Background: an optimization exercise with open tools, aiming at small area. Do not read the settings as production practice.
The RTL was checked by simulation tests, not by an equivalence proof against the original design.
Power is estimated from default activity; no workload was simulated.

== willow ==
## wb_stage_regfile
module wb_stage_regfile (
    input  logic                CLK,
    input  logic                rst_n,
    input  logic [31:0]         PC_O,
    input  logic                Reg_Wr_En_O,
    input  logic [4:0]          mem_wb_rd,
    input  logic [31:0]         result_O,
    input  logic [1:0]          Src_to_Reg_O,
    input  logic [31:0]         DMEM_O,
    input  logic                wb_valid,
    input  logic [4:0]          rs1_addr,
    input  logic [4:0]          rs2_addr,
    output logic [31:0]         rs1_data,
    output logic [31:0]         rs2_data,
    output logic [31:0]         wb_data,
    output logic [4:0]          wb_rd,
    output logic                wb_we,
    output logic [63:0]         instret
);
    logic [31:0] regs [1:31];
    logic [31:0] regs_d [1:31];
    logic [31:1] vld;
    logic [31:0] sel_data;
    logic        eff_we;
    logic [63:0] instret_q;
    logic [31:1] row_we, row_we_n, sel1, sel2;
    always_comb begin
        case (Src_to_Reg_O)
            2'b00:   sel_data = result_O;
            2'b01:   sel_data = DMEM_O;
            2'b10:   sel_data = PC_O + 32'd4;
            default: sel_data = '0;
        endcase
    end
    assign eff_we  = rst_n & Reg_Wr_En_O & wb_valid & (mem_wb_rd != 5'd0);
    assign wb_data = sel_data;
    assign wb_we   = eff_we;
    assign wb_rd   = mem_wb_rd;
    assign instret = instret_q;
    always_comb
        for (int i = 1; i < 32; i++) begin
            row_we[i]   = eff_we && mem_wb_rd == i[4:0];
            row_we_n[i] = ~row_we[i];
            sel1[i]     = vld[i] && rs1_addr == i[4:0];
            sel2[i]     = vld[i] && rs2_addr == i[4:0];
        end
    for (genvar i = 1; i < 32; i++) begin : g_row
        rf_hold u_hold (.en(row_we[i]), .en_n(row_we_n[i]), .w(sel_data), .q(regs[i]), .d(regs_d[i]));
    end
    always_ff @(posedge CLK) begin
  ...
==> flow/config.mk <==
export PLATFORM = sky130hd
export DESIGN_NAME = wb_stage_regfile
export DESIGN_NICKNAME = wb_stage_regfile
export VERILOG_FILES = /design/flow/design.v
export SDC_FILE = /design/flow/constraint.sdc
export NUM_CORES = 4
export LEC_CHECK = 0
export CAP_MARGIN = 20
export CORE_MARGIN = 2
export CORE_UTILIZATION = 30
export PLACE_DENSITY = 0.5
export SETUP_SLACK_MARGIN = 0.3
export SLEW_MARGIN = 20
export SYNTH_HIERARCHICAL = 1
==> flow/constraint.sdc <==
create_clock -name core_clock -period 6.0 [get_ports {CLK}]
set_input_delay 1.2000 -clock core_clock [delete_from_list [all_inputs] [get_ports {CLK}]]
set_output_delay 1.2000 -clock core_clock [all_outputs]
set_load 0.01 [all_outputs]
standard.sh (not shown) runs the stock make flow with config.mk's settings and CLKGATE_MAP_FILE= SYNTH_SCRIPT=/design/flow/synth_recipe.tcl, a recipe that flattens the netlist after the stock synthesis.
==> flow/flow/run.sh <==
#!/bin/bash
# Own flow: the standard layout, with smaller port buffers and a clock tree
# built from mid-size buffers without dummy loads. make's output goes to
# standard.log; ORFS keeps each step's log under orfs/logs.
bash standard.sh finish \
  BUFFER_PORTS_ARGS="-buffer_cell sky130_fd_sc_hd__buf_1" \
  CTS_ARGS="-sink_clustering_enable -repair_clock_nets -dont_use_dummy_load -buf_list sky130_fd_sc_hd__clkbuf_8 -sink_clustering_size 16 -sink_clustering_max_diameter 50" \
  > standard.log 2>&1
Input changes introduced in violet (baseline for comparison: willow):
==> flow/run.sh (new file) <==
#!/bin/bash
# synth_recipe.tcl (not shown) runs the flow's synth.tcl, then flattens the netlist and writes it again
# the make line also repeats each setting of config.mk as NAME=value (left out here)
make -C /OpenROAD-flow-scripts/flow DESIGN_CONFIG=/design/flow/config.mk WORK_HOME=/design/flow/orfs CLKGATE_MAP_FILE= SYNTH_SCRIPT=/design/flow/synth_recipe.tcl finish
removed: flow/flow/run.sh
removed: flow/standard.sh
==> run summary <==
In violet the power share of the clock group turned out 12 points higher than in willow.
violet vs willow on data arrival time of the critical path: violet is the higher one.
violet vs. willow: via count went up by 0.76%.
violet vs. willow: number of cells in the finished layout apart from fillers picked up an extra about 2.5%; sequential share of layout area lost 4.0 points.
Fraction of final layout cells sized beyond drive strength 1: violet > willow

========
## JK
Another version of the RTL of wb_stage_regfile (not shown whole).
Size in the first run: ~1,100 flip-flops.
clock: 6.0 ns
lec_check: 0
cap_margin: 20
core_margin: 2
core_utilization: 30
place_density: 0.5
setup_slack_margin: 0.05
slew_margin: 20
synth_hierarchical: 1
==> flow/flow/run.sh <==
#!/bin/bash
# Own flow: the standard layout, with smaller port buffers and a clock tree
# built from mid-size buffers without dummy loads. make's output goes to
# standard.log; ORFS keeps each step's log under orfs/logs.
bash standard.sh finish \
  BUFFER_PORTS_ARGS="-buffer_cell sky130_fd_sc_hd__buf_1" \
  CTS_ARGS="-sink_clustering_enable -repair_clock_nets -dont_use_dummy_load -buf_list sky130_fd_sc_hd__clkbuf_4 -sink_clustering_size 10 -sink_clustering_max_diameter 40" \
  > standard.log 2>&1
Here is what was changed in the inputs of MS compared with JK.
--- a/flow/config.mk
+++ b/flow/config.mk
@@ -10,4 +10,5 @@
 export CORE_UTILIZATION = 30
+export GPL_TIMING_DRIVEN = 0
 export PLACE_DENSITY = 0.5
-export SETUP_SLACK_MARGIN = 0.05
+export SETUP_SLACK_MARGIN = 0.3
 export SLEW_MARGIN = 20
## What came out
- Compared with JK, in MS internal reg-to-reg setup slack went down by 0.12 ns; proportion of total power due to net switching decreased by 0.50 points relative to the old numbers; routed wire length shows a reduction of 11 mm; ratio of total power to cell area shows a reduction of 4.5%; cell area rose 5.4%.
- Status | JK and MS | clean
- The final reports for MS and JK show actual transition at the worst max-transition pin lower in the former.
- Sort JK and MS by post-route non-filler standard cell count desc -> top: MS
- Final-layout clock buffer total (lower): JK
Input changes introduced in AL (baseline for comparison: MS):
--- a/flow/config.mk
+++ b/flow/config.mk
@@ -9,5 +9,4 @@
 export CORE_MARGIN = 2
-export CORE_UTILIZATION = 30
-export GPL_TIMING_DRIVEN = 0
-export PLACE_DENSITY = 0.5
+export CORE_UTILIZATION = 40
+export PLACE_DENSITY = 0.7
 export SETUP_SLACK_MARGIN = 0.3
Findings:
- AL ended with every stage complete and zero timing, DRC or antenna violations.
- Changes observed in AL relative to MS: pin count of the biggest net entering global routing rose by 86%; non-clock buffer count went down by 4.4%; total detailed-routing wirelength fell by 14 mm; clock input transition at the sequential cells of the worst setup and hold paths went up.
Here is what was changed in the inputs of TR compared with AL.
--- a/flow/flow/run.sh
+++ b/flow/flow/run.sh
@@ -6,3 +6,3 @@
   BUFFER_PORTS_ARGS="-buffer_cell sky130_fd_sc_hd__buf_1" \
-  CTS_ARGS="-sink_clustering_enable -repair_clock_nets -dont_use_dummy_load -buf_list sky130_fd_sc_hd__clkbuf_4 -sink_clustering_size 10 -sink_clustering_max_diameter 40" \
+  CTS_ARGS="-sink_clustering_enable -repair_clock_nets -dont_use_dummy_load -buf_list {sky130_fd_sc_hd__clkbuf_4 sky130_fd_sc_hd__clkbuf_8} -sink_clustering_size 18 -sink_clustering_max_diameter 60" \
   > standard.log 2>&1
--- a/flow/config.mk
+++ b/flow/config.mk
@@ -9,4 +9,4 @@
 export CORE_MARGIN = 2
-export CORE_UTILIZATION = 40
-export PLACE_DENSITY = 0.7
+export CORE_UTILIZATION = 30
+export PLACE_DENSITY = 0.5
 export SETUP_SLACK_MARGIN = 0.3
## What came out
In summary, TR completed successfully, with a layout that passed the timing, design-rule and antenna checks.
Going from AL to TR, the final area was found to have gone up by 940 µm².
Between AL and TR, the flow reports via density per instance decreasing by more than 10%.
Looking at total wire length after detailed routing, TR sits about 11% above AL.
Comparing TR with AL, the switching fraction of total power came out essentially unchanged.
| final worst-path cycle share | TR vs AL | 2.9 points higher |
Edits applied to the flow inputs when going from TR to PW:
--- a/flow/flow/run.sh
+++ b/flow/flow/run.sh
@@ -6,3 +6,3 @@
   BUFFER_PORTS_ARGS="-buffer_cell sky130_fd_sc_hd__buf_1" \
-  CTS_ARGS="-sink_clustering_enable -repair_clock_nets -dont_use_dummy_load -buf_list {sky130_fd_sc_hd__clkbuf_4 sky130_fd_sc_hd__clkbuf_8} -sink_clustering_size 18 -sink_clustering_max_diameter 60" \
+  CTS_ARGS="-sink_clustering_enable -repair_clock_nets -dont_use_dummy_load -buf_list sky130_fd_sc_hd__clkbuf_4 -sink_clustering_size 10 -sink_clustering_max_diameter 40" \
   > standard.log 2>&1
--- a/flow/config.mk
+++ b/flow/config.mk
@@ -7,3 +7,3 @@
 export LEC_CHECK = 0
-export CAP_MARGIN = 20
+export CAP_MARGIN = 5
 export CORE_MARGIN = 2
@@ -12,3 +12,3 @@
 export SETUP_SLACK_MARGIN = 0.3
-export SLEW_MARGIN = 20
+export SLEW_MARGIN = 5
 export SYNTH_HIERARCHICAL = 1
### Flow results
Sort PW and TR by first-pass GRT wire length desc -> top: PW
Changes observed in PW relative to TR: via count of the first global-routing pass rose 1.3%; relative area change from synthesis to final layout fell 0.26 points.
Going from TR to PW, the worst slew margin relative to its limit was found to have gone down by 4.0 points.
Summary of PW over TR: detailed-route wire length rose by about 0.4%; overall power after layout fell by 1.1%.
Diff TR -> PW: insertion delay of the later-clocked pin in the worst-skew pair went up by 0.40 ns, final cell count went up by 77, combinational share of power was more or less identical.

-- static timing again, ports no longer ideal --
How much do the figures lean on ideal ports? The routed layouts below were timed once more, with nothing changed but the port constraints. Step 1 assumes that a clkbuf_16 drives the clock port and a buf_2 every other input. Step 2 adds t to the input delays and takes it off the output delays; t is the mean of the earliest and latest rising clock arrival at the registers after step 1. Input paths then give back, and output paths get back, about the clock's delay inside the block. Slacks: no drivers / after step 1 / after step 2; pairs: no drivers / after step 1.
run	t (ns)	setup slack, ns	latest minus earliest clock arrival (ns)	worst register clock-pin slew, ns
willow	0.924	0.384 / 0.337 / 0.337	0.107 / 0.107	0.10 / 0.10
violet	0.799	0.262 / 0.207 / 0.207	0.039 / 0.039	0.07 / 0.07
JK	1.266	0.187 / 0.155 / 0.155	0.111 / 0.112	0.12 / 0.12
MS	1.244	0.308 / 0.285 / 0.285	0.195 / 0.195	0.12 / 0.12
AL	1.142	0.461 / 0.327 / 0.327	0.199 / 0.198	0.12 / 0.12
TR	0.873	0.286 / 0.115 / 0.115	0.090 / 0.090	0.12 / 0.12
PW	1.268	0.245 / 0.059 / 0.059	0.110 / 0.111	0.12 / 0.12
After both steps every run listed still meets setup and hold. The setup slack of PW, which loses most, moves by -0.186 ns with the drivers and by -0.186 ns with both steps.
